From an optimization exercise on the open Yosys and OpenROAD flow, aimed at small area; shortcuts taken in it are not production practice.
The RTL was checked by simulation tests, not by an equivalence proof against the original design.
No activity file was given, so power comes from the tool's default toggle rates.

[run.sh]
#!/bin/bash
# synth_recipe.tcl (not shown) runs the flow's synth.tcl, then flattens the netlist and writes it again
# the make line also repeats each setting of config.mk as NAME=value (left out here)
make -C /OpenROAD-flow-scripts/flow DESIGN_CONFIG=/design/flow/config.mk WORK_HOME=/design/flow/orfs CLKGATE_MAP_FILE= SYNTH_SCRIPT=/design/flow/synth_recipe.tcl finish
[config.mk]
export PLATFORM = sky130hd
export DESIGN_NAME = rfu
export DESIGN_NICKNAME = rfu
export VERILOG_FILES = /design/flow/design.v
export SDC_FILE = /design/flow/constraint.sdc
export NUM_CORES = 4
export LEC_CHECK = 0
export CAP_MARGIN = 20
export CORE_MARGIN = 2
export CORE_UTILIZATION = 40
export SLEW_MARGIN = 20
export SYNTH_HIERARCHICAL = 1
export SYNTH_MINIMUM_KEEP_SIZE = 0
[constraint.sdc]
create_clock -name core_clock -period 5.0 [get_ports {clock}]
set_input_delay 1.0000 -clock core_clock [delete_from_list [all_inputs] [get_ports {clock}]]
set_output_delay 1.0000 -clock core_clock [all_outputs]
set_load 0.01 [all_outputs]
[design.v]
module rfu #(
    parameter int NR_GPR = 32
) (
    input  logic         clock,
    input  logic         reset,
    input  logic         ifu_valid_i,
    input  logic [31:0]  ifu_pc_i,
    input  logic [31:0]  ifu_inst_i,
    input  logic         wb_valid_i,
    input  logic         wb_gr_we_i,
    input  logic [4:0]   wb_rd_i,
    input  logic [31:0]  wb_wdata_i,
    input  logic         wb_csr_we_i,
    input  logic [11:0]  wb_csr_addr_i,
    input  logic [31:0]  wb_csr_wdata_i,
    input  logic         wb_excp_i,
    input  logic         wb_xret_i,
    input  logic [31:0]  wb_pc_i,
    output logic [191:0] rfu_deu_bus_o,
    output logic         valid_o,
    output logic [31:0]  csr_mtvec_o,
    output logic [31:0]  csr_mepc_o
);
    logic gr_we, csr_we, excp, xret;
    assign gr_we  = wb_valid_i && wb_gr_we_i;
    assign csr_we = wb_valid_i && wb_csr_we_i;
    assign excp   = wb_valid_i && wb_excp_i;
    assign xret   = wb_valid_i && wb_xret_i && !wb_excp_i;
    logic [31:0] gpr [1:NR_GPR-1];
    logic [NR_GPR-1:0] wsel;           
    logic [31:0] wd;                   
    assign wd = wb_wdata_i & {32{~reset}};
    always_comb begin
        wsel = '0;
        for (int j = 1; j < NR_GPR; j++)
            wsel[j] = gr_we && wb_rd_i == 5'(j);
    end
    for (genvar j = 1; j < NR_GPR; j++) begin : g_gpr
        always_ff @(posedge clock)
            if (reset || wsel[j]) gpr[j] <= wd;
    end
    logic [NR_GPR-1:0] sel1, sel2;     
    logic [31:0] rs1_value, rs2_value;
    always_comb begin
        sel1 = '0;
        sel2 = '0;
        for (int j = 1; j < NR_GPR; j++) begin
            sel1[j] = ifu_inst_i[19:15] == 5'(j) && !wsel[j] && !reset;
            sel2[j] = ifu_inst_i[24:20] == 5'(j) && !wsel[j] && !reset;
            sel1[0] = sel1[0] || (ifu_inst_i[19:15] == 5'(j) && wsel[j] && !reset);
            sel2[0] = sel2[0] || (ifu_inst_i[24:20] == 5'(j) && wsel[j] && !reset);
        end
    end
    for (genvar b = 0; b < 32; b++) begin : g_rd
        logic [NR_GPR-1:0] col;        
        always_comb begin
            col[0] = wb_wdata_i[b];
            for (int j = 1; j < NR_GPR; j++) col[j] = gpr[j][b];
        end
        rfu_rdbit #(.N(NR_GPR)) u_rs1 (.sel(sel1), .d(col), .y(rs1_value[b]));
        rfu_rdbit #(.N(NR_GPR)) u_rs2 (.sel(sel2), .d(col), .y(rs2_value[b]));
    end
    logic [31:0] mstatus, mtvec, mepc, mcause;
    logic [31:0] mstatus_q;            
    logic        mst3_n, mst7_n;       
    logic we300, we305, we341, we342;
    assign we300 = csr_we && wb_csr_addr_i == 12'h300;
    assign we305 = csr_we && wb_csr_addr_i == 12'h305;
    assign we341 = csr_we && wb_csr_addr_i == 12'h341;
    assign we342 = csr_we && wb_csr_addr_i == 12'h342;
    always_comb begin
        mstatus = mstatus_q;
        mstatus[12:11] = 2'b11;
    end
    always_comb begin
        mst3_n = we300 ? wb_csr_wdata_i[3] : mstatus[3];
        mst7_n = we300 ? wb_csr_wdata_i[7] : mstatus[7];
        if (excp) begin
            mst7_n = mstatus[3];
            mst3_n = 1'b0;
        end else if (xret) begin
            mst3_n = mstatus[7];
            mst7_n = 1'b1;
        end
    end
    logic [31:0] cwd;                  
    assign cwd = wb_csr_wdata_i & {32{~reset}};
    always_ff @(posedge clock) begin
        if (reset || we305)         mtvec  <= cwd;
        if (reset || excp || we341) mepc   <= excp && !reset ? wb_pc_i : cwd;
        if (reset || excp || we342) mcause <= excp && !reset ? 32'd11 : cwd;
        for (int i = 0; i < 32; i++)
            if (i != 3 && i != 7 && i != 11 && i != 12)
                if (reset || we300) mstatus_q[i] <= cwd[i];
        mstatus_q[3] <= mst3_n && !reset;
        mstatus_q[7] <= mst7_n && !reset;
    end
    assign csr_mtvec_o = mtvec;
    assign csr_mepc_o  = mepc;
    logic [11:0] ca;
    logic [31:0] csr_value;
    assign ca = ifu_inst_i[31:20];
    logic h300, h305, h341, h342;      
    logic s_tv, s_ep, s_mc, s_ms, s_w, s_wx, s_pc, s_c;
    assign h300 = ca == 12'h300 && !reset;
    assign h305 = ca == 12'h305 && !reset;
    assign h341 = ca == 12'h341 && !reset;
    assign h342 = ca == 12'h342 && !reset;
    assign s_tv = h305 && !we305;
    assign s_ep = h341 && !excp && !we341;
    assign s_mc = h342 && !excp && !we342;
    assign s_ms = h300 && !we300;
    assign s_wx = (h305 && we305) || (h341 && we341 && !excp) || (h342 && we342 && !excp);
    assign s_w  = s_wx || (h300 && we300);
    assign s_pc = h341 && excp;
    assign s_c  = h342 && excp;
    for (genvar b = 0; b < 32; b++) begin : g_csr
        if (b == 11 || b == 12) begin : g_one
            rfu_rdbit #(.N(6)) u_csr (
                .sel({s_tv, s_ep, s_mc, s_wx, s_pc, h300}),
                .d({mtvec[b], mepc[b], mcause[b], wb_csr_wdata_i[b], wb_pc_i[b], 1'b1}),
                .y(csr_value[b]));
        end else if (b == 3 || b == 7) begin : g_st
            logic mn;
            assign mn = b == 3 ? mst3_n : mst7_n;
            if (b == 3) begin : g_c
                rfu_rdbit #(.N(7)) u_csr (
                    .sel({s_tv, s_ep, s_mc, s_wx, s_pc, h300, s_c}),
                    .d({mtvec[b], mepc[b], mcause[b], wb_csr_wdata_i[b], wb_pc_i[b], mn, 1'b1}),
                    .y(csr_value[b]));
            end else begin : g_nc
                rfu_rdbit #(.N(6)) u_csr (
                    .sel({s_tv, s_ep, s_mc, s_wx, s_pc, h300}),
                    .d({mtvec[b], mepc[b], mcause[b], wb_csr_wdata_i[b], wb_pc_i[b], mn}),
                    .y(csr_value[b]));
            end
        end else if (b == 0 || b == 1) begin : g_c
            rfu_rdbit #(.N(7)) u_csr (
                .sel({s_tv, s_ep, s_mc, s_ms, s_w, s_pc, s_c}),
                .d({mtvec[b], mepc[b], mcause[b], mstatus[b], wb_csr_wdata_i[b], wb_pc_i[b], 1'b1}),
                .y(csr_value[b]));
        end else begin : g_n
            rfu_rdbit #(.N(6)) u_csr (
                .sel({s_tv, s_ep, s_mc, s_ms, s_w, s_pc}),
                .d({mtvec[b], mepc[b], mcause[b], mstatus[b], wb_csr_wdata_i[b], wb_pc_i[b]}),
                .y(csr_value[b]));
        end
    end
    logic [31:0] pc_q, inst_q, rs1_q, rs2_q, csr_q;
    logic        fetched;              
    always_ff @(posedge clock) begin
        if (reset || ifu_valid_i) begin
            pc_q   <= ifu_pc_i   & {32{~reset}};
            inst_q <= ifu_inst_i & {32{~reset}};
            rs1_q  <= rs1_value;
            rs2_q  <= rs2_value;
            csr_q  <= csr_value;
        end
    end
    always_ff @(posedge clock) begin
        valid_o <= ifu_valid_i && !reset;
        fetched <= (fetched || ifu_valid_i) && !reset;
    end
    logic [31:0] pc4;
    assign pc4 = {pc_q[31:2] + {29'd0, fetched}, pc_q[1:0]};
    assign rfu_deu_bus_o = {pc4, pc_q, inst_q, rs1_q, rs2_q, csr_q};
endmodule
module rfu_rdbit #(
    parameter int N = 32
) (
    input  logic [N-1:0] sel,
    input  logic [N-1:0] d,
    output logic         y
);
    localparam int NG3 = N / 3;
    localparam int REM = N % 3;
    localparam int NG  = NG3 + (REM != 0 ? 1 : 0);
    logic [NG-1:0] gn;                 
    for (genvar g = 0; g < NG3; g++) begin : g_aoi
        rfu_aoi222 u (.a1(sel[3*g]), .a2(d[3*g]), .b1(sel[3*g+1]), .b2(d[3*g+1]),
                      .c1(sel[3*g+2]), .c2(d[3*g+2]), .y(gn[g]));
    end
    if (REM == 2) begin : g_rem2
        rfu_aoi22 u (.a1(sel[N-2]), .a2(d[N-2]), .b1(sel[N-1]), .b2(d[N-1]), .y(gn[NG-1]));
    end else if (REM == 1) begin : g_rem1
        rfu_nand2 u (.a(sel[N-1]), .b(d[N-1]), .y(gn[NG-1]));
    end
    rfu_nandn #(.N(NG)) u_or (.a(gn), .y(y));
endmodule
module rfu_aoi222 (
    input  logic a1, a2, b1, b2, c1, c2,
    output logic y
);
    assign y = ~((a1 & a2) | (b1 & b2) | (c1 & c2));
endmodule
module rfu_aoi22 (
    input  logic a1, a2, b1, b2,
    output logic y
);
    assign y = ~((a1 & a2) | (b1 & b2));
endmodule
module rfu_nand2 (
    input  logic a, b,
    output logic y
);
    assign y = ~(a & b);
endmodule
module rfu_nandn #(
    parameter int N = 11
) (
    input  logic [N-1:0] a,
    output logic         y
);
    assign y = ~&a;
endmodule
==> impl_metrics.json, run 1 <==
{
  "placedInstanceArea_um2": 60700,
  "kind_of_cell_adding_the_most_delay_to_the_critical_path": "simple AND/OR/NAND/NOR gates",
  "timing.critical_path.buf_inv": 2,
  "final_hold_vios": 0,
  "path_cells": "clkdlybuf4s50_1 -> nand2b_1 -> nor2_1 -> a21oi_1 -> and3_1 -> buf_4 -> a222oi_1 -> nand3_1 -> or3_1",
  "mostFrequentLayoutCells": "edfxtp_1 (1276), a222oi_1 (704), clkdlybuf4s50_1 (440), buf_4 (186), nand4_1 (148)",
  "drive_above_1_share_pct": 14.4,
  "worst_hold_path_type": "reg2reg",
  "post_drt_via_cell_ratio": 7.15,
  "syn-instance-count": 3014,
  "post-dp-hpwl_um": 125000,
  "worst_pin_slew_ns": 1.25,
  "result_of_the_run": "no timing/DRC/antenna violations",
  "pwr_density_cell_nw_per_um2": 385,
  "finalSetupViolations": 0,
  "die_h_um": 365,
  "grt_max_degree": 112,
  "die_w_um": 365,
  "ant_nets": 0,
  "placed_cells_incl_taps": 5346,
  "place_congestion": 0.888,
  "layoutNonFillerInstCount": 5602,
  "clk-insertion-delay-late_ns": 0.78,
  "ys_async_sr_fraction_pct": 0,
  "worst_slew_margin_rel_pct": 16.6,
  "yosysTopAreaCellShare_pct": 73.6,
  "synth_register_bits": 1280,
  "critical_path.startpoint_type": "input port",
  "synth_top_flop_cell": "edfxtp_1",
  "drv_slew": 0,
  "power.leakage_nw": 21.8,
  "total_power_mw": 25.0,
  "cts_tree": "done",
  "period_needed_ns": 4.27,
  "cp-end-kind": "flip-flop",
  "whs_ns": 0.480,
  "gr_ovfl_total": 0,
  "synth.distinct_cells": 67,
  "drtPass1Iterations": 13,
  "post_cts_buffers": 0,
  "fin_setup_tns_ns": 0,
  "grt_util_all_layers_pct": 30.8,
  "finalClockSkew_ns": 0.0301,
  "global_route_wire_length_before_repair_um": 287000,
  "postSynthAreaPerCell_um2": 17.3,
  "max_cap_violations": 0,
  "holdBufCountCts": 0,
  "critPathMaxStageDelay_ns": 0.83,
  "num_vias": 40052,
  "finish.instance_area_um2": 64900,
  "die_area_um2": 133000,
  "rsz_0062_raised_after_global_routing": "no",
  "finalCritPeriodShare_pct": 85.4,
  "worst_ep_required_time_ns": 5.49,
  "grt_antenna_before_repair": 26,
  "cts_max_path_buffers": 3,
  "nNetsFinal": 3930,
  "ys_top_cells_by_area": "edfxtp_1 (74%), a222oi_1 (14%), nand4_1 (1.8%), nor2b_1 (1.7%), a22oi_2 (1.5%)",
  "num_rows": 132,
  "area.growth.synth_to_final_pct": 24.7,
  "critical-path-slowest-cell": "clkdlybuf4s50_1",
  "number_of_enable_type_register_cells_in_the_synthesized_netlist": 1276,
  "synth.yosys.warnings": 8,
  "core_area_um2": 129000,
  "h-tree-depth": 4,
  "initialDrtViolationCount": 9616,
  "drt-total-wl_um": 212000,
  "vdd_ir_drop_max_mv": 0.354,
  "cts_sinks": 1280,
  "initial_core_util_pct": 40.3,
  "crit_arrival_ns": 4.76,
  "wire_per_inst_um": 37.9,
  "cts.repair.resized": 0,
  "synth_seq_area_share_pct": 73.7,
  "achievable-frequency_mhz": 234,
  "clock_tree.root_cell": "clkbuf_16",
  "syn_area_um2": 52100,
  "clk_pin_slew_ns": 0.06,
  "post_synthesis_cell_type_with_the_largest_combined_area": "edfxtp_1",
  "design.portCount": 442,
  "portBuffers": 441,
  "cts_inserted_buffers": 136,
  "layout_commonest_cell": "edfxtp_1",
  "first_global_vias": 37921,
  "critPathKind": "in2reg",
  "post_route_drc": 0,
  "crit_fanout": 18
}
[tightest hold or removal path: stages (launching register included)]
cell and delay (ns):
dfxtp_1 0.32, nor2_1 0.08, nor2_1 0.04
[cell type report]
type	count	area, um^2
fillers	10783	64400
flip-flops and latches	1280	38400
multi-input cells	1653	13800
repair buffers	652	6310
clock buffers	168	3590
well taps	1742	2180
clock inverters	72	574
inverters	20	75.1
diodes	15	37.5
[per-module statistics from Yosys, one instance, submodules excluded, a selection]
module | cells inside | flip-flops and latches | cell area [um^2] | copies in the design
rfu_nand2 | 1 | 0 | 3.75 | 3
rfu | 1955 | 1280 | 42600 | 1
rfu_aoi22 | 1 | 0 | 12.5 | 64
rfu_aoi222 | 1 | 0 | 10.0 | 704
[state kept, by name, indices dropped and copies added, names as in the netlist]
register	count
valid_o	1
fetched	1
mepc	32
pc_q	32
mcause	32
rs2_q	32
csr_q	32
gpr	992
rs1_q	32
mtvec	32
mstatus_q	30
inst_q	32
[logic make-up (layout without fill, tap and decap cells)]
kind of cell | Yosys count | after routing | synth area share [%]
XOR/XNOR | 34 | 34 | 0.572
other | 1 | 20 | 0.00720
flip-flops | 1280 | 1280 | 73.7
AO/OA/AOI/OAI | 861 | 861 | 16.3
multiplexers | 2 | 2 | 0.0408
adder cells (fa/ha/maj) | 2 | 2 | 0.0480
AND/OR/NAND/NOR | 749 | 749 | 8.56
buffers and inverters | 85 | 912 | 0.709
[report_power, final]
group	internal, mW	switching (mW)	total [mW]
Sequential	12.9	0.527	13.4
Combinational	0.813	1.25	2.06
Clock	5.32	4.24	9.56
[synth_stat cells (all sizes together), types with 2 or more instances]
cell type,count
edfxtp,1276
a222oi,704
nand4,149
nor2b,140
nand3,91
nand2,65
or3,65
a22oi,64
a21o,40
nor2,39
and3,36
and2,35
clkbuf,33
buf,32
nor3,32
a21oi,20
inv,20
nand2b,19
nor4,19
xnor2,18
xor2,16
nor3b,13
nor4bb,9
and4,8
nor4b,7
and3b,5
nand3b,5
o21ai,5
or2,5
dfxtp,4
a31oi,3
o2111ai,3
o21a,3
a32oi,2
ha,2
nand4b,2
o21bai,2
o41ai,2
[final timing paths]
check                                      endpoint  slack (ns)  cells past startpoint                  start
worst max-delay path            rs1_q[10]$_DFFE_PP_        0.73                      9             wb_rd_i[3]
worst min register to register      fetched$_DFF_P_        0.48                      2        fetched$_DFF_P_
worst max register to register  rs1_q[18]$_DFFE_PP_        3.13                      3  gpr[27][18]$_DFFE_PP_
worst min-delay path                fetched$_DFF_P_        0.48                      2        fetched$_DFF_P_
[through the flow]
step                util, %  worst slack (ns)
CTS                    50.2             0.701
global route           50.2             0.570
detailed placement     46.9             0.155
global placement       46.9             0.181
finish                 50.2             0.732
floorplan                 -            0.0279
[routing by layer]
layer  track usage [%]  vias to the layer above  share of wire, %
met5             0.690                        -             0.068
met4              16.3                       11               5.6
met3              11.0                      678                17
met2              45.6                     3870                43
met1              39.5                    19847                35
li1                  -                    15646                 -
==> run 2, diff against run 1 <==
==> flow/run.sh (new file) <==
#!/bin/bash
set -euo pipefail
export CTS_ARGS="-sink_clustering_enable -repair_clock_nets -dont_use_dummy_load -buf_list sky130_fd_sc_hd__clkbuf_4 -sink_clustering_size 8 -sink_clustering_max_diameter 40"
bash standard.sh finish > make_finish.log 2>&1
==> standard.sh (new file) <==
#!/bin/bash
# synth_recipe.tcl (not shown) runs the flow's synth.tcl, then flattens the netlist and writes it again
# the make line also repeats each setting of config.mk as NAME=value (left out here)
make -C /OpenROAD-flow-scripts/flow DESIGN_CONFIG=/design/flow/config.mk WORK_HOME=/design/flow/orfs CLKGATE_MAP_FILE= SYNTH_SCRIPT=/design/flow/synth_recipe.tcl "${@:-finish}"
removed: run.sh
==> run 2 against run 1 <==
Cell area fell by 4.1%; final cell count fell by 0.57%; global-route usage rose by 0.055 points; highest routed layer unchanged; largest power group unchanged; sequential power barely moved; utilization fell by 2.1 points; via count rose by 0.18%; maximum frequency fell by 7.8%; synthesized area did not move; setup slack got worse by 0.36 ns; still clean.
==> impl_metrics.json, run 2 <==
{
  "layout_commonest_cell": "edfxtp_1",
  "critical-path-slowest-cell": "clkdlybuf4s50_1",
  "finalSetupViolations": 0,
  "num_vias": 40124,
  "wire_per_inst_um": 38.1,
  "intPower_mw": 15.5,
  "worst_hold_path_type": "in2reg",
  "initial_core_util_pct": 40.3,
  "synth_register_bits": 1280,
  "synth_seq_area_share_pct": 73.7,
  "core_area_um2": 129000,
  "worst_slew_margin_rel_pct": 16.2,
  "post_cts_buffers": 0,
  "nNetsFinal": 3988,
  "power.leakage_nw": 20.6,
  "mostFrequentLayoutCells": "edfxtp_1 (1276), a222oi_1 (704), clkdlybuf4s50_1 (440), clkbuf_4 (195), buf_4 (186)",
  "drt-total-wl_um": 212000,
  "yosysTopAreaCellShare_pct": 73.6,
  "design.portCount": 442,
  "synth.distinct_cells": 67,
  "synth_top_cells_by_count": "edfxtp_1 (1276), a222oi_1 (704), nand4_1 (148), nor2b_1 (140), nand3_1 (91)",
  "cts.repair.resized": 0,
  "syn_area_um2": 52100,
  "crit_fanout": 6,
  "crit_arrival_ns": 3.63,
  "cp_common_cell": "ha_1",
  "global_route_wire_length_before_repair_um": 287000,
  "holdBufCountCts": 0,
  "initialDrtViolationCount": 9657,
  "grt_max_degree": 112,
  "sw_frac_of_total_pct": 25.4,
  "syn-instance-count": 3014,
  "drtPass1Iterations": 14,
  "clk_pin_slew_ns": 0.09,
  "seq_power_share_pct": 64.6,
  "clock_power_share_pct": 25.4,
  "max_flop_register": "gpr",
  "cts_tree": "done",
  "net-switching-power_mw": 5.27,
  "finalClockSkew_ns": 0.182,
  "worst_pin_slew_ns": 1.26,
  "die_h_um": 365,
  "total_power_mw": 20.7,
  "final.fill_count": 11100,
  "ant_nets": 0,
  "ys_async_sr_fraction_pct": 0,
  "synth_top_flop_cell": "edfxtp_1",
  "critPathMaxStageDelay_ns": 0.55,
  "portBuffers": 441,
  "drive_above_1_share_pct": 15.1,
  "achievable-frequency_mhz": 216,
  "placed_cells_incl_taps": 5346,
  "pwr_density_cell_nw_per_um2": 333,
  "cts_max_path_buffers": 3,
  "die_w_um": 365,
  "placedInstanceArea_um2": 60700,
  "path_cells": "ha_1 -> ha_1 -> and3_1 -> nand4_1 -> nor3_1 -> xor2_1 -> clkdlybuf4s50_1",
  "area.growth.synth_to_final_pct": 19.5,
  "cp-end-kind": "output port",
  "result_of_the_run": "no timing/DRC/antenna violations",
  "fin_setup_tns_ns": 0,
  "power.combinational.fraction_pct": 9.9,
  "worst-r2r-setup-slack_ns": 3.13,
  "place_congestion": 0.888,
  "grt_util_all_layers_pct": 30.8,
  "critical_path.startpoint_type": "flip-flop",
  "max_ffs_per_register": 992,
  "max_cap_violations": 0,
  "first_global_vias": 38165,
  "post_synthesis_cell_type_with_the_largest_combined_area": "edfxtp_1",
  "post_drt_via_cell_ratio": 7.20,
  "vdd_ir_drop_max_mv": 0.251,
  "clock_tree.root_cell": "clkbuf_4",
  "cts_inserted_buffers": 195,
  "cts_sinks": 1280,
  "rsz_0062_raised_after_global_routing": "no",
  "critPathKind": "reg2out",
  "finalCritPeriodShare_pct": 92.6,
  "grt_antenna_before_repair": 29,
  "die_area_um2": 133000,
  "postSynthAreaPerCell_um2": 17.3,
  "num_rows": 132,
  "worst_ep_required_time_ns": 4.00,
  "ys_top_cells_by_area": "edfxtp_1 (74%), a222oi_1 (14%), nand4_1 (1.8%), nor2b_1 (1.7%), a22oi_2 (1.5%)",
  "synth.yosys.warnings": 8,
  "post_route_drc": 0,
  "layoutNonFillerInstCount": 5570,
  "post-dp-hpwl_um": 125000,
  "clk-insertion-delay-late_ns": 1.30,
  "synth_most_common_cell": "edfxtp_1",
  "number_of_enable_type_register_cells_in_the_synthesized_netlist": 1276,
  "h-tree-depth": 4,
  "final_hold_vios": 0,
  "drv_slew": 0,
  "finish.instance_area_um2": 62300,
  "gr_ovfl_total": 0,
  "period_needed_ns": 4.63
}
## run 2: cell counts after synthesis
No cell type changed its count.
## run 2: modules after synthesis, one instance, submodules excluded, a selection
module,copies in the design,flip-flops and latches,cells inside,area [um^2]
rfu_aoi22,64,0,1,12.5
rfu,1,1280,1955,42600
rfu_aoi222,704,0,1,10.0
rfu_nand2,3,0,1,3.75
## run 2: worst paths after layout
kind / start / depth (start not counted) / to
worst max-delay path: pc_q[2]$_DFFE_PP_ / 7 / rfu_deu_bus_o[188]
worst min-delay path: reset / 2 / inst_q[28]$_DFFE_PP_
worst max register to register: gpr[6][11]$_DFFE_PP_ / 3 / rs2_q[11]$_DFFE_PP_
worst min register to register: fetched$_DFF_P_ / 2 / fetched$_DFF_P_
## run 2: area by class of cell
| cell class | count | area, um^2 | area share [%] |
|---|---|---|---|
| Timing Repair Buffer | 651 | 6290 | 10.1 |
| Inverter | 20 | 75.1 | 0.121 |
| Multi-Input combinational cell | 1653 | 13800 | 22.1 |
| Clock buffer | 195 | 1460 | 2.35 |
| Sequential cell | 1280 | 38400 | 61.7 |
| Antenna cell | 29 | 72.6 | 0.117 |
| Tap cell | 1742 | 2180 | 3.50 |
## run 2: cell families after synthesis
logic type      after synthesis  synth area share, %
compound gates              861                 16.3
xor+xnor                     34                0.572
fa+ha+maj                     2               0.0480
buf+inv                      85                0.709
flops                      1280                 73.7
mux                           2               0.0408
other cells                   1              0.00720
simple gates                749                 8.56
## run 2: routing by layer
metal,vias up,track usage [%],wire length [um]
met2,3890,45.7,92100
met5,-,0.182,28
met3,668,11.6,35800
met1,19860,39.1,72800
li1,15702,-,-
met4,4,16.4,11700
## run 2: power by group through the flow
stage / Sequential (mW) / Combinational (mW) / Clock, mW
after floorplan: 13.5 / 0.674 / 0
after global placement: 13.6 / 1.99 / 0
after detailed placement: 13.6 / 2.01 / 0
after CTS: 13.4 / 2.01 / 5.32
after global routing: 13.5 / 2.13 / 5.76
final: 13.4 / 2.06 / 5.27
## run 2: per-stage QoR
stage,hold WS (ns),util [%],setup WS [ns]
2_1_floorplan,0.438,-,0.0279
3_3_place_gp,0.466,46.9,0.181
3_5_place_dp,0.472,46.9,0.155
4_1_cts,0.119,48.1,0.212
5_1_grt,0.124,48.1,0.0553
6_report,0.230,48.1,0.370
## run 2: worst max-delay path: cells and delay by family (launching register included)
family,cells,cell delay (ns)
simple gates,3,0.92
buf+inv,1,0.55
fa+ha+maj,2,0.46
flops,1,0.40
xor+xnor,1,0.17
==> run 3, diff against run 2 <==
--- a/design.v
+++ b/design.v
@@ -176,3 +176,3 @@
     localparam int REM = N % 3;
-    localparam int NG  = NG3 + (REM != 0 ? 1 : 0);
+    localparam int NG  = NG3 + REM;
     logic [NG-1:0] gn;                 
@@ -182,6 +182,4 @@
     end
-    if (REM == 2) begin : g_rem2
-        rfu_aoi22 u (.a1(sel[N-2]), .a2(d[N-2]), .b1(sel[N-1]), .b2(d[N-1]), .y(gn[NG-1]));
-    end else if (REM == 1) begin : g_rem1
-        rfu_nand2 u (.a(sel[N-1]), .b(d[N-1]), .y(gn[NG-1]));
+    for (genvar r = 0; r < REM; r++) begin : g_rem
+        rfu_nand2 u (.a(sel[3*NG3+r]), .b(d[3*NG3+r]), .y(gn[NG3+r]));
     end
@@ -194,8 +192,2 @@
     assign y = ~((a1 & a2) | (b1 & b2) | (c1 & c2));
-endmodule
-module rfu_aoi22 (
-    input  logic a1, a2, b1, b2,
-    output logic y
-);
-    assign y = ~((a1 & a2) | (b1 & b2));
 endmodule
--- a/flow/run.sh
+++ b/flow/run.sh
@@ -2,2 +2,3 @@
 set -euo pipefail
+export BUFFER_PORTS_ARGS="-buffer_cell sky130_fd_sc_hd__buf_1"
 export CTS_ARGS="-sink_clustering_enable -repair_clock_nets -dont_use_dummy_load -buf_list sky130_fd_sc_hd__clkbuf_4 -sink_clustering_size 8 -sink_clustering_max_diameter 40"
--- a/config.mk
+++ b/config.mk
@@ -7,6 +7,6 @@
 export LEC_CHECK = 0
-export CAP_MARGIN = 20
+export CAP_MARGIN = 10
 export CORE_MARGIN = 2
 export CORE_UTILIZATION = 40
-export SLEW_MARGIN = 20
+export SLEW_MARGIN = 10
 export SYNTH_HIERARCHICAL = 1
==> run 3 against run 2 <==
Synthesized cell count up 2.1%; synthesized area down 0.46%; clock skew down 0.029 ns; non-clock buffer count down 22.
==> impl_metrics.json, run 3 <==
{
  "wire_per_inst_um": 37.4,
  "drt-total-wl_um": 210000,
  "die_area_um2": 133000,
  "place_congestion": 0.931,
  "finalClockSkew_ns": 0.153,
  "ant_nets": 0,
  "max_flop_register": "gpr",
  "first_global_vias": 37976,
  "grt_antenna_before_repair": 28,
  "max_cap_violations": 0,
  "cp-end-kind": "output port",
  "achievable-frequency_mhz": 233,
  "num_vias": 40180,
  "worst_hold_path_type": "in2reg",
  "result_of_the_run": "no timing/DRC/antenna violations",
  "yosysTopAreaCellShare_pct": 73.9,
  "cts_sinks": 1280,
  "cts_tree": "done",
  "postSynthAreaPerCell_um2": 16.8,
  "gr_ovfl_total": 0,
  "worst_slew_margin_rel_pct": 14.2,
  "net-switching-power_mw": 5.27,
  "fin_ws_ns": 0.704,
  "cts.repair.resized": 0,
  "clock_power_share_pct": 25.5,
  "cts_max_path_buffers": 3,
  "clk-insertion-delay-late_ns": 1.27,
  "worst_ep_required_time_ns": 4.00,
  "portBuffers": 441,
  "post_drt_via_cell_ratio": 7.16,
  "area.growth.synth_to_final_pct": 13.9,
  "synth_register_bits": 1280,
  "h-tree-depth": 4,
  "drv_slew": 0,
  "placed_cells_incl_taps": 5368,
  "grt_max_degree": 82,
  "critical-path-slowest-cell": "edfxtp_1",
  "post-place-ws_ns": 0.204,
  "timing.critical_path.buf_inv": 1,
  "cts_inserted_buffers": 188,
  "synth_top_flop_cell": "edfxtp_1",
  "finish.instance_area_um2": 59100,
  "design.portCount": 442,
  "crit_arrival_ns": 3.30,
  "synth_seq_area_share_pct": 74.1,
  "crit_fanout": 6,
  "final_hold_vios": 0,
  "core_area_um2": 129000,
  "grt_util_all_layers_pct": 30.8,
  "fin_setup_tns_ns": 0,
  "power.combinational.fraction_pct": 8.5,
  "die_w_um": 364,
  "clock_tree.root_cell": "clkbuf_4",
  "ys_async_sr_fraction_pct": 0,
  "worst_pin_slew_ns": 1.28,
  "clk_pin_slew_ns": 0.09,
  "layout_commonest_cell": "edfxtp_1",
  "cp_common_cell": "ha_1",
  "intPower_mw": 15.0,
  "pwr_density_cell_nw_per_um2": 344,
  "post-dp-hpwl_um": 122000,
  "sw_frac_of_total_pct": 26.0,
  "kind_of_cell_adding_the_most_delay_to_the_critical_path": "simple AND/OR/NAND/NOR gates",
  "num_rows": 132,
  "max_ffs_per_register": 992,
  "drtPass1Iterations": 11,
  "vdd_ir_drop_max_mv": 0.264,
  "power.leakage_nw": 19.3,
  "synth.distinct_cells": 66,
  "layoutNonFillerInstCount": 5614,
  "number_of_enable_type_register_cells_in_the_synthesized_netlist": 1276,
  "post_synthesis_cell_type_with_the_largest_combined_area": "edfxtp_1",
  "placedInstanceArea_um2": 57300,
  "critPathMaxStageDelay_ns": 0.36,
  "finalSetupViolations": 0,
  "critPathKind": "reg2out",
  "period_needed_ns": 4.30,
  "global_route_wire_length_before_repair_um": 287000,
  "seq_power_share_pct": 66.1,
  "mostFrequentLayoutCells": "edfxtp_1 (1276), a222oi_1 (704), buf_1 (440), nand4_1 (212), nand2_1 (193)",
  "syn_area_um2": 51800,
  "post_route_drc": 0,
  "ys_top_cells_by_area": "edfxtp_1 (74%), a222oi_1 (14%), nand4_1 (2.6%), nor2b_1 (1.7%), nand2_1 (1.4%)",
  "finalCritPeriodShare_pct": 85.9,
  "rsz_0062_raised_after_global_routing": "no",
  "synth.yosys.warnings": 8,
  "nNetsFinal": 4023,
  "path_cells": "ha_1 -> ha_1 -> and3_1 -> nand3_1 -> nor2_1 -> xor2_1 -> buf_1",
  "syn-instance-count": 3078,
  "final_core_util_pct": 45.8,
  "critical_path.startpoint_type": "flip-flop",
  "synth_most_common_cell": "edfxtp_1",
  "synth_top_cells_by_count": "edfxtp_1 (1276), a222oi_1 (704), nand4_1 (212), nand2_1 (193), nor2b_1 (140)",
  "drive_above_1_share_pct": 12.3,
  "die_h_um": 364,
  "initialDrtViolationCount": 10284,
  "initial_core_util_pct": 40.2
}
run 3: metal layers:
layer  up-vias  wire length (um)  track usage [%]
met5         -                 0                0
met4         0             16500             21.7
met3       734             33600             8.65
met2      4035             90600             45.6
met1     19647             69100             38.9
li1      15764                 -                -
run 3: power groups by stage:
| stage | logic [mW] | clock network [mW] | registers (mW) |
|---|---|---|---|
| final | 1.72 | 5.17 | 13.4 |
| after global placement | 1.64 | 0 | 13.6 |
| after global routing | 1.78 | 5.65 | 13.5 |
| after CTS | 1.67 | 5.21 | 13.4 |
| after detailed placement | 1.66 | 0 | 13.6 |
| after floorplan | 0.665 | 0 | 13.5 |
run 3: through the flow:
stage / power [mW] / hold WS (ns)
global placement: 15.2 / 0.464
detailed placement: 15.3 / 0.470
CTS: 20.3 / 0.000454
global route: 20.9 / 0.0312
floorplan: 14.2 / 0.438
finish: 20.3 / 0.0707
run 3: path summary, 6_finish.rpt:
path,startpoint,endpoint,slack (ns),cells after the start
max,pc_q[2]$_DFFE_PP_,rfu_deu_bus_o[178],0.70,7
max reg2reg,gpr[3][23]$_DFFE_PP_,rs2_q[23]$_DFFE_PP_,2.93,3
min reg2reg,fetched$_DFF_P_,fetched$_DFF_P_,0.48,2
min,wb_csr_wdata_i[2],csr_q[2]$_DFFE_PP_,0.07,3
run 3: kinds of logic (layout without fill, tap and decap cells):
family | count (synthesis) | count (layout) | share of synthesized area (%)
flip-flops | 1280 | 1280 | 74.1
adder cells (fa/ha/maj) | 2 | 2 | 0.0483
buffers and inverters | 85 | 837 | 0.712
AND/OR/NAND/NOR | 877 | 877 | 9.68
other | 1 | 43 | 0.00723
multiplexers | 2 | 2 | 0.0410
AO/OA/AOI/OAI | 797 | 797 | 14.9
XOR/XNOR | 34 | 34 | 0.574
run 3: per-module statistics from Yosys, one instance, submodules excluded, excerpt:
module      cells  flip-flops and latches
rfu          1955                    1280
rfu_nand2       1                       0
rfu_aoi222      1                       0
run 3: final cells by class:
cell class | count | area (um^2)
Timing Repair Buffer | 629 | 3350
Antenna cell | 38 | 95.1
Clock buffer | 188 | 1410
Tap cell | 1742 | 2180
Fill cell | 11390 | 69900
Inverter | 20 | 75.1
Sequential cell | 1280 | 38400
Multi-Input combinational cell | 1717 | 13600
run 3: timing repair:
| item | CTS | global route |
|---|---|---|
| hold endpoints to repair | 20 | 0 |
| hold buffers | 20 | 0 |
| buffers inserted | 0 | 0 |
run 3: worst register-to-register path: stages, from the launching register on:
cell and delay (ns):
edfxtp_1 0.40, a222oi_1 0.37, nand4_1 0.50, or3_1 0.54
==> run 4, diff against run 3 <==
--- a/config.mk
+++ b/config.mk
@@ -9,3 +9,3 @@
 export CORE_MARGIN = 2
-export CORE_UTILIZATION = 40
+export CORE_UTILIZATION = 50
 export SLEW_MARGIN = 10
==> run 4 against run 3 <==
Synthesized cell count unchanged; power decreased by 0.68%; worst hold slack improved by 0.061 ns; sequential cell count unchanged; combinational power decreased by 2%; die area decreased by 20%; highest routed layer is now met5; clock power decreased by 2%; setup slack improved by 0.17 ns; final cell count decreased by 7.1%; still clean on timing, DRC and antenna; non-clock buffer count decreased by 27; via count decreased by 0.69%.
==> impl_metrics.json, run 4 <==
{
  "net-switching-power_mw": 5.15,
  "wire_per_inst_um": 39.3,
  "nNetsFinal": 3995,
  "ys_async_sr_fraction_pct": 0,
  "yosys.area_share.simple_pct": 9.68,
  "clk-insertion-delay-late_ns": 1.18,
  "cts_inserted_buffers": 187,
  "mostFrequentLayoutCells": "edfxtp_1 (1276), a222oi_1 (704), buf_1 (440), nand4_1 (212), nand2_1 (193)",
  "cts.repair.resized": 0,
  "grt_max_degree": 120,
  "critPathKind": "reg2out",
  "arithmetic_cell_share_of_the_synthesized_area_counting_full_adders_half_adders_and_majority_gates_pct": 0.0483,
  "post_route_drc": 0,
  "fin_setup_tns_ns": 0,
  "syn_area_um2": 51800,
  "clk_pin_slew_ns": 0.09,
  "h-tree-depth": 4,
  "finish.instance_area_um2": 58200,
  "clock_tree.root_cell": "clkbuf_4",
  "rsz_0062_raised_after_global_routing": "no",
  "drv_slew": 0,
  "max_ffs_per_register": 992,
  "sw_frac_of_total_pct": 25.6,
  "core_area_um2": 103000,
  "synth_register_bits": 1280,
  "place_congestion": 0.951,
  "post-dp-hpwl_um": 120000,
  "num_vias": 39903,
  "post_synthesis_cell_type_with_the_largest_combined_area": "edfxtp_1",
  "max_cap_violations": 0,
  "achievable-frequency_mhz": 242,
  "post_cts_buffers": 0,
  "intPower_mw": 15.0,
  "synth_most_common_cell": "edfxtp_1",
  "grt_antenna_before_repair": 30,
  "synth.yosys.warnings": 8,
  "clock_power_share_pct": 25.1,
  "portBuffers": 441,
  "synth_top_family_by_area": "compound AO/OA/AOI/OAI gates",
  "num_rows": 118,
  "placedInstanceArea_um2": 56600,
  "cts_sinks": 1280,
  "worst_slew_margin_rel_pct": 13.8,
  "layout_commonest_cell": "edfxtp_1",
  "synth_top_cells_by_count": "edfxtp_1 (1276), a222oi_1 (704), nand4_1 (212), nand2_1 (193), nor2b_1 (140)",
  "finalCritPeriodShare_pct": 82.5,
  "power.leakage_nw": 19.1,
  "finalClockSkew_ns": 0.129,
  "drtPass1Iterations": 12,
  "cts_max_path_buffers": 3,
  "worst_ep_required_time_ns": 4.00,
  "holdBufCountCts": 0,
  "hold-path-cell-count": 2,
  "finalSetupViolations": 0,
  "area.growth.synth_to_final_pct": 12.2,
  "footprint_of_the_multi_input_gates_um2": 13500,
  "die_h_um": 326,
  "synth_seq_area_share_pct": 74.1,
  "crit_fanout": 6,
  "drt-total-wl_um": 205000,
  "postSynthAreaPerCell_um2": 16.8,
  "ant_nets": 0,
  "die_area_um2": 106000,
  "critical_path.startpoint_type": "flip-flop",
  "gr_ovfl_total": 0,
  "final_hold_vios": 0,
  "number_of_enable_type_register_cells_in_the_synthesized_netlist": 1276,
  "synth_top_flop_cell": "edfxtp_1",
  "ys_top_cells_by_area": "edfxtp_1 (74%), a222oi_1 (14%), nand4_1 (2.6%), nor2b_1 (1.7%), nand2_1 (1.4%)",
  "seqCellArea_um2": 38400,
  "design.portCount": 442,
  "synth_compound_area_share_pct": 14.9,
  "worst_hold_path_type": "in2reg",
  "cts_tree": "done",
  "initial_core_util_pct": 50.2,
  "final.fill_count": 8239,
  "cp-end-kind": "output port",
  "vdd_ir_drop_max_mv": 0.214,
  "rr_worst_depth": 3,
  "first_global_vias": 39289,
  "worst_pin_slew_ns": 1.29,
  "die_w_um": 326,
  "synth.distinct_cells": 66,
  "max_flop_register": "gpr",
  "pwr_density_cell_nw_per_um2": 346,
  "crit_arrival_ns": 3.13,
  "post_drt_via_cell_ratio": 7.65,
  "initialDrtViolationCount": 8924,
  "grt_util_all_layers_pct": 37.4,
  "result_of_the_run": "no timing/DRC/antenna violations",
  "drive_above_1_share_pct": 12.0,
  "synth_xor_area_share_pct": 0.574,
  "muxShareOfSynthArea_pct": 0.0410,
  "global_route_wire_length_before_repair_um": 283000,
  "period_needed_ns": 4.13,
  "yosysTopAreaCellShare_pct": 73.9,
  "power.combinational.fraction_pct": 8.3,
  "seq_power_share_pct": 66.5,
  "syn-instance-count": 3078
}
[run 4: cell families (layout without fill, tap and decap cells)]
group | after synthesis | count (layout)
AOI/OAI and AO/OA | 797 | 797
xor gates and xnor gates | 34 | 34
adders and majority gates | 2 | 2
buffers and inverters | 85 | 809
DFF | 1280 | 1280
muxes | 2 | 2
other | 1 | 33
and+or+nand+nor | 877 | 877
[run 4: final timing paths]
kind | slack (ns) | endpoint | from
worst max-delay path | 0.87 | rfu_deu_bus_o[188] | pc_q[2]$_DFFE_PP_
worst min-delay path | 0.13 | mepc[23]$_DFFE_PP_ | wb_pc_i[23]
worst max register to register | 2.90 | rs1_q[2]$_DFFE_PP_ | gpr[21][2]$_DFFE_PP_
worst min register to register | 0.49 | csr_q[30]$_DFFE_PP_ | mcause[30]$_SDFFCE_PP0P_
[run 4: layout make-up]
cell class / count / share of cell area, %
Antenna cell: 28 / 0.120
Clock buffer: 187 / 2.41
Inverter: 20 / 0.129
Multi-Input combinational cell: 1717 / 23.3
Sequential cell: 1280 / 66.0
Tap cell: 1380 / 2.97
Timing Repair Buffer: 602 / 5.12
[run 4: metal layers]
layer	track usage, %	routed length, um	share of wire [%]	vias up
li1	-	-	-	15723
met1	46.2	66400	32	19559
met2	56.8	91400	45	3902
met3	10.4	30000	15	715
met4	27.2	16900	8.3	4
met5	0	27	0.013	-
[run 4: per-module statistics from Yosys, one instance, submodules excluded, excerpt]
module,times used,flip-flops and latches,cells inside,area (um^2)
rfu_aoi222,704,0,1,10.0
rfu_nand2,131,0,1,3.75
rfu,1,1280,1955,42600
[run 4: power by group through the flow]
stage / sequential [mW] / clock, mW / combinational (mW)
floorplan: 13.5 / 0 / 0.665
global placement: 13.6 / 0 / 1.60
detailed placement: 13.6 / 0 / 1.63
CTS: 13.4 / 5.13 / 1.63
global route: 13.5 / 5.55 / 1.73
finish: 13.4 / 5.07 / 1.68
[run 4: worst max-delay path, stage by stage (launching register included)]
cell and delay [ns]:
edfxtp_1 0.36, ha_1 0.21, ha_1 0.23, and3_1 0.33
nand4_1 0.24, nor3_1 0.27, xor2_1 0.19, buf_1 0.17
[run 4: metrics by stage]
step	utilization (%)	std cells	total power, mW	hold slack [ns]	worst slack [ns]
floorplan	-	3082	14.2	0.438	0.0279
global placement	54.9	4995	15.2	0.472	0.202
detailed placement	54.9	4995	15.3	0.494	0.300
CTS	56.2	5182	20.2	0.0315	0.770
global route	56.4	5208	20.8	0.0678	0.616
finish	56.4	5214	20.2	0.132	0.874
==> run 5, diff against run 4 <==
--- a/config.mk
+++ b/config.mk
@@ -9,3 +9,3 @@
 export CORE_MARGIN = 2
-export CORE_UTILIZATION = 50
+export CORE_UTILIZATION = 60
 export SLEW_MARGIN = 10
==> run 5 against run 4 <==
Via count increased by 0.45%; highest routed layer unchanged; critical path type unchanged; synthesized area is the same; cell area fell by 0.73%; non-clock buffer count fell by 11; power hardly changed; clock skew up 0.0013 ns; still clean; die area decreased by 16%.
==> impl_metrics.json, run 5 <==
{
  "max_flop_register": "gpr",
  "synth_top_flop_cell": "edfxtp_1",
  "pwr_density_cell_nw_per_um2": 349,
  "period_needed_ns": 4.01,
  "holdBufCountCts": 0,
  "cts_inserted_buffers": 188,
  "core_area_um2": 85400,
  "wire_per_inst_um": 39.9,
  "synth_register_bits": 1280,
  "seq_power_share_pct": 66.6,
  "critical_path.startpoint_type": "flip-flop",
  "synth_most_common_cell": "edfxtp_1",
  "post_drt_via_cell_ratio": 8.08,
  "h-tree-depth": 4,
  "worst_slew_margin_rel_pct": 8.19,
  "drv_slew": 0,
  "finalCritPeriodShare_pct": 80.2,
  "cp-end-kind": "output port",
  "result_of_the_run": "no timing/DRC/antenna violations",
  "finalClockSkew_ns": 0.131,
  "num_vias": 40083,
  "nNetsFinal": 3985,
  "crit_fanout": 6,
  "clk_pin_slew_ns": 0.09,
  "crit_arrival_ns": 3.01,
  "finish.instance_area_um2": 57800,
  "post_route_drc": 0,
  "drtPass1Iterations": 15,
  "post_cts_buffers": 0,
  "worst_hold_path_type": "in2reg",
  "portBuffers": 441,
  "final_hold_vios": 0,
  "synth_top_cells_by_count": "edfxtp_1 (1276), a222oi_1 (704), nand4_1 (212), nand2_1 (193), nor2b_1 (140)",
  "design.portCount": 442,
  "yosysTopAreaCellShare_pct": 73.9,
  "post-dp-hpwl_um": 113000,
  "intPower_mw": 15.0,
  "placed_cells_incl_taps": 4751,
  "gr_ovfl_total": 0,
  "area.growth.synth_to_final_pct": 11.4,
  "power.combinational.fraction_pct": 8.3,
  "place_congestion": 1.01,
  "ys_top_cells_by_area": "edfxtp_1 (74%), a222oi_1 (14%), nand4_1 (2.6%), nor2b_1 (1.7%), nand2_1 (1.4%)",
  "grt_antenna_before_repair": 29,
  "initialDrtViolationCount": 9592,
  "die_area_um2": 88800,
  "die_w_um": 298,
  "fin_ws_ns": 0.992,
  "syn_area_um2": 51800,
  "net-switching-power_mw": 5.13,
  "vdd_ir_drop_max_mv": 0.275,
  "worst_ep_required_time_ns": 4.00,
  "worst_pin_slew_ns": 1.38,
  "finalSetupViolations": 0,
  "cts_sinks": 1280,
  "cts_max_path_buffers": 3,
  "drt-total-wl_um": 198000,
  "first_global_vias": 39202,
  "cts_tree": "done",
  "max_cap_violations": 0,
  "sw_frac_of_total_pct": 25.5,
  "postSynthAreaPerCell_um2": 16.8,
  "rsz_0062_raised_after_global_routing": "no",
  "number_of_enable_type_register_cells_in_the_synthesized_netlist": 1276,
  "post-place-ws_ns": 0.252,
  "post_synthesis_cell_type_with_the_largest_combined_area": "edfxtp_1",
  "fin_setup_tns_ns": 0,
  "grt_max_degree": 86,
  "layout_commonest_cell": "edfxtp_1",
  "layoutNonFillerInstCount": 4961,
  "critPathKind": "reg2out",
  "max_ffs_per_register": 992,
  "num_rows": 107,
  "ys_async_sr_fraction_pct": 0,
  "drive_above_1_share_pct": 11.6,
  "die_h_um": 298,
  "synth.yosys.warnings": 8,
  "clock_tree.root_cell": "clkbuf_4",
  "cts.repair.resized": 0,
  "clock_power_share_pct": 25.1,
  "synth.distinct_cells": 66,
  "worst-r2r-setup-slack_ns": 2.76,
  "grt_util_all_layers_pct": 43.5,
  "syn-instance-count": 3078,
  "global_route_wire_length_before_repair_um": 274000,
  "synth_seq_area_share_pct": 74.1,
  "ant_nets": 0,
  "power.leakage_nw": 19.1,
  "achievable-frequency_mhz": 249,
  "mostFrequentLayoutCells": "edfxtp_1 (1276), a222oi_1 (704), buf_1 (440), nand4_1 (212), nand2_1 (193)",
  "placedInstanceArea_um2": 56300,
  "clk-insertion-delay-late_ns": 1.17,
  "initial_core_util_pct": 60.7
}
-- run 5: final timing paths --
path                              from                 end  cells past startpoint
hold reg to reg        fetched$_DFF_P_     fetched$_DFF_P_                      2
setup reg to reg  gpr[21][1]$_DFFE_PP_  rs2_q[1]$_DFFE_PP_                      3
setup / recovery     pc_q[2]$_DFFE_PP_  rfu_deu_bus_o[188]                      7
hold / removal             wb_pc_i[22]  mepc[22]$_DFFE_PP_                      2
-- run 5: per-stage QoR --
step	power, mW	util [%]	hold WS [ns]
after global placement	15.1	65.9	0.463
final	20.1	67.6	0.179
after detailed placement	15.2	65.9	0.492
after CTS	20.0	67.5	0.114
after floorplan	14.2	-	0.438
after global routing	20.7	67.6	0.156
-- run 5: per-module statistics from Yosys (local to each module, per instance), a selection --
| module | cells | times used | cell area, um^2 | flip-flops and latches |
|---|---|---|---|---|
| rfu_aoi222 | 1 | 704 | 10.0 | 0 |
| rfu_nand2 | 1 | 131 | 3.75 | 0 |
| rfu | 1955 | 1 | 42600 | 1280 |
-- run 5: kinds of logic (layout without fill, tap and decap cells) --
group	after synthesis	count (layout)	synth area share (%)
XOR/XNOR	34	34	0.574
AND/OR/NAND/NOR	877	877	9.68
other	1	26	0.00723
buffers and inverters	85	799	0.712
adder cells (fa/ha/maj)	2	2	0.0483
AO/OA/AOI/OAI	797	797	14.9
multiplexers	2	2	0.0410
flip-flops	1280	1280	74.1
-- run 5: area by class of cell --
cell class,instances,area (um^2)
fill,6091,27600
clock buffer,188,1410
timing repair buffer,591,2880
inverter,20,75.1
antenna,21,52.6
tap,1144,1430
multi-input combinational,1717,13500
sequential,1280,38400
-- run 5: worst max-delay path, stage by stage (launching register included) --
cell,delay [ns]
edfxtp_1,0.36
ha_1,0.22
ha_1,0.25
and3_1,0.32
nand4_1,0.22
nor3_1,0.23
xor2_1,0.17
buf_1,0.17
-- run 5: routing by layer --
metal / vias to the layer above / track usage, % / wire length, um
li1: 15663 / - / -
met5: - / 0.271 / 85
met1: 19165 / 54.8 / 61700
met3: 811 / 14.5 / 34400
met2: 4432 / 63.5 / 85600
met4: 12 / 30.9 / 16000
-- run 5: power groups by stage --
| stage | combinational (mW) | sequential, mW | clock (mW) |
|---|---|---|---|
| final | 1.67 | 13.4 | 5.06 |
| after global routing | 1.71 | 13.5 | 5.48 |
| after CTS | 1.60 | 13.4 | 5.06 |
| after detailed placement | 1.60 | 13.6 | 0 |
| after global placement | 1.57 | 13.5 | 0 |
| after floorplan | 0.665 | 13.5 | 0 |
==> run 6, diff against run 5 <==
==> run.sh (new file) <==
#!/bin/bash
# synth_recipe.tcl (not shown) runs the flow's synth.tcl, then flattens the netlist and writes it again
# the make line also repeats each setting of config.mk as NAME=value (left out here)
make -C /OpenROAD-flow-scripts/flow DESIGN_CONFIG=/design/flow/config.mk WORK_HOME=/design/flow/orfs CLKGATE_MAP_FILE= SYNTH_SCRIPT=/design/flow/synth_recipe.tcl finish
--- a/config.mk
+++ b/config.mk
@@ -9,3 +9,6 @@
 export CORE_MARGIN = 2
-export CORE_UTILIZATION = 60
+export CORE_UTILIZATION = 40
+export CTS_BUF_LIST = sky130_fd_sc_hd__clkbuf_4
+export CTS_CLUSTER_DIAMETER = 40
+export CTS_CLUSTER_SIZE = 8
 export SLEW_MARGIN = 10
removed: flow/run.sh
removed: standard.sh
==> run 6 against run 5 <==
Maximum frequency shrank 15%; clock skew grew 0.0019 ns; clock-buffer cell count grew 41; critical endpoint unchanged; highest routed layer unchanged.
==> impl_metrics.json, run 6 <==
{
  "clock_tree.root_cell": "clkbuf_4",
  "crit_fanout": 6,
  "drtPass1Iterations": 14,
  "vdd_ir_drop_max_mv": 0.252,
  "layout_commonest_cell": "edfxtp_1",
  "cp-end-kind": "output port",
  "pwr_density_cell_nw_per_um2": 351,
  "grt_antenna_before_repair": 18,
  "yosysTopAreaCellShare_pct": 73.9,
  "critPathKind": "reg2out",
  "die_h_um": 364,
  "ys_top_cells_by_area": "edfxtp_1 (74%), a222oi_1 (14%), nand4_1 (2.6%), nor2b_1 (1.7%), nand2_1 (1.4%)",
  "num_rows": 132,
  "wire_per_inst_um": 36.7,
  "postSynthAreaPerCell_um2": 16.8,
  "drv_slew": 0,
  "power.leakage_nw": 20.9,
  "grt_max_degree": 63,
  "portBuffers": 441,
  "post_cts_buffers": 0,
  "critical_path.startpoint_type": "flip-flop",
  "synth_seq_area_share_pct": 74.1,
  "final.fill_count": 11024,
  "crit_arrival_ns": 3.71,
  "area.growth.synth_to_final_pct": 20.7,
  "core_area_um2": 129000,
  "cts_max_path_buffers": 3,
  "period_needed_ns": 4.71,
  "hold-path-cell-count": 2,
  "holdBufCountCts": 0,
  "holdCritStartpoint": "reset",
  "final_hold_vios": 0,
  "worst-r2r-setup-slack_ns": 2.81,
  "total_power_mw": 22.0,
  "synth_top_cells_by_count": "edfxtp_1 (1276), a222oi_1 (704), nand4_1 (212), nand2_1 (193), nor2b_1 (140)",
  "post_route_drc": 0,
  "mostFrequentLayoutCells": "edfxtp_1 (1276), a222oi_1 (704), clkdlybuf4s50_1 (440), clkbuf_4 (229), nand4_1 (212)",
  "worst_ep_required_time_ns": 4.00,
  "finalCritPeriodShare_pct": 94.1,
  "finalSetupViolations": 0,
  "die_w_um": 364,
  "place_congestion": 0.945,
  "rr_worst_depth": 3,
  "synth_register_bits": 1280,
  "ant_nets": 0,
  "syn_area_um2": 51800,
  "num_vias": 39692,
  "first_global_vias": 37884,
  "regToRegStartpoint": "gpr[15][6]$_DFFE_PP_",
  "synth.distinct_cells": 66,
  "result_of_the_run": "no timing/DRC/antenna violations",
  "post_synthesis_cell_type_with_the_largest_combined_area": "edfxtp_1",
  "syn-instance-count": 3078,
  "synth_most_common_cell": "edfxtp_1",
  "cts.repair.resized": 0,
  "cts_tree": "done",
  "r2r_end": "rs2_q[6]$_DFFE_PP_",
  "design.portCount": 442,
  "synth.yosys.warnings": 8,
  "worstHoldEndpoint": "mtvec[7]$_DFFE_PP_",
  "worst_pin_slew_ns": 1.37,
  "clk-insertion-delay-late_ns": 1.24,
  "worst_slew_margin_rel_pct": 8.42,
  "rsz_0062_raised_after_global_routing": "no",
  "drt-total-wl_um": 208000,
  "initial_core_util_pct": 40.2,
  "h-tree-depth": 4,
  "number_of_enable_type_register_cells_in_the_synthesized_netlist": 1276,
  "whs_ns": 0.329,
  "achievable-frequency_mhz": 212,
  "gr_ovfl_total": 0,
  "max_flop_register": "gpr",
  "global_route_wire_length_before_repair_um": 285000,
  "fin_setup_tns_ns": 0,
  "clk_pin_slew_ns": 0.10,
  "cts_sinks": 1280,
  "max_ffs_per_register": 992,
  "initialDrtViolationCount": 9225,
  "worst_hold_path_type": "in2reg",
  "nNetsFinal": 4011,
  "grt_util_all_layers_pct": 30.4,
  "cts_inserted_buffers": 196,
  "post_drt_via_cell_ratio": 7.01,
  "finalClockSkew_ns": 0.133,
  "synth_top_flop_cell": "edfxtp_1",
  "max_cap_violations": 0,
  "drive_above_1_share_pct": 14.1,
  "die_area_um2": 133000,
  "ys_async_sr_fraction_pct": 0,
  "post-dp-hpwl_um": 123000
}
run 6: cell counts after synthesis:
Identical to the previous run, type by type.
run 6: kinds of logic after synthesis:
| group | Yosys count | synth area share (%) |
|---|---|---|
| AO/OA/AOI/OAI | 797 | 14.9 |
| XOR/XNOR | 34 | 0.574 |
| adder cells (fa/ha/maj) | 2 | 0.0483 |
| buffers and inverters | 85 | 0.712 |
| flip-flops | 1280 | 74.1 |
| multiplexers | 2 | 0.0410 |
| other | 1 | 0.00723 |
| AND/OR/NAND/NOR | 877 | 9.68 |
run 6: worst max-delay path by stage:
stage | endpoint | startpoint | slack [ns]
after floorplan | csr_q[0]$_DFFE_PP_ | reset | 0.03
after detailed placement | rs2_q[6]$_DFFE_PP_ | ifu_inst_i[22] | -0.16
after global placement | rs2_q[6]$_DFFE_PP_ | ifu_inst_i[22] | -0.14
after global routing | rfu_deu_bus_o[188] | pc_q[2]$_DFFE_PP_ | 0.09
after CTS | rfu_deu_bus_o[188] | pc_q[2]$_DFFE_PP_ | 0.13
final | rfu_deu_bus_o[188] | pc_q[2]$_DFFE_PP_ | 0.29
run 6: layer usage:
layer | part of all wire, % | global-route usage (%) | up-vias | wire (um)
met4 | 6.2 | 17.8 | 2 | 12900
met3 | 15 | 9.44 | 599 | 31200
met5 | 0.025 | 0.617 | - | 53
li1 | - | - | 15807 | -
met1 | 34 | 38.4 | 19653 | 71800
met2 | 44 | 46.2 | 3631 | 92100
run 6: critical path: stages (launching register included):
cell	delay, ns
edfxtp_1	0.39
ha_1	0.28
ha_1	0.27
and3_1	0.33
nand4_1	0.28
nor3_1	0.27
xor2_1	0.17
clkdlybuf4s50_1	0.56
run 6: power breakdown:
| group | internal (mW) | total, mW | switching, mW |
|---|---|---|---|
| clock | 2.77 | 6.52 | 3.74 |
| sequential | 12.9 | 13.4 | 0.531 |
| combinational | 0.788 | 2.05 | 1.27 |
run 6: per-stage QoR:
stage               util, %  instance area [um^2]  instances  worst slack, ns
floorplan                 -                 51900       3082           0.0279
global placement       46.6                 60200       5367           -0.145
detailed placement     46.6                 60200       5367           -0.160
CTS                    48.4                 62500       5643            0.130
global route           48.5                 62500       5661           0.0868
finish                 48.5                 62600       5665            0.294
run 6: area by class of cell:
cell class | instances | area [um^2] | share of cell area (%)
Timing Repair Buffer | 609 | 6000 | 9.59
Multi-Input combinational cell | 1717 | 13600 | 21.7
Inverter | 20 | 75.1 | 0.120
Clock buffer | 229 | 1720 | 2.75
Tap cell | 1742 | 2180 | 3.48
Antenna cell | 21 | 52.6 | 0.0840
Sequential cell | 1280 | 38400 | 61.4
Clock inverter | 47 | 572 | 0.914
run 6: Yosys stat by module, one instance, submodules excluded, excerpt:
module      times used  cells  flip-flops and latches
rfu_aoi222         704      1                       0
rfu_nand2          131      1                       0
rfu                  1   1955                    1280

## port drivers added, routing unchanged
In the flow no input, the clock included, has a driving cell. The finished layouts below were timed again as built, in two steps.
Step 1, drivers: a clkbuf_16 drives clock and a buf_2 each remaining input, both assumed.
Step 2 adds t to the input delays and takes it off the output delays; t is the mean of the earliest and latest rising clock arrival at the registers after step 1. Input paths then give back, and output paths get back, about the clock's delay inside the block.
a / b / c = no drivers / after step 1 / after step 2; a / b = the first two.
run	shift t [ns]	slack for setup (ns)	worst setup path after step 2	slew at the worst register clock pin (ns)
run 1	0.826	0.732 / 0.695 / -0.089	input to register	0.06 / 0.06
run 2	1.248	0.370 / 0.305 / -0.069	input to register	0.10 / 0.10
run 3	1.254	0.704 / 0.634 / -0.062	input to register	0.10 / 0.10
run 4	1.188	0.874 / 0.803 / 0.013	input to register	0.10 / 0.10
run 5	1.168	0.992 / 0.922 / 0.094	input to register	0.10 / 0.10
run 6	1.240	0.294 / 0.227 / -0.405	input to register	0.12 / 0.12
Met with ideal ports but missed after step 2: setup timing in run 1, run 2, run 3 and run 6. The setup slack of run 5, which loses most, moves by -0.070 ns with the drivers and by -0.898 ns with both steps.
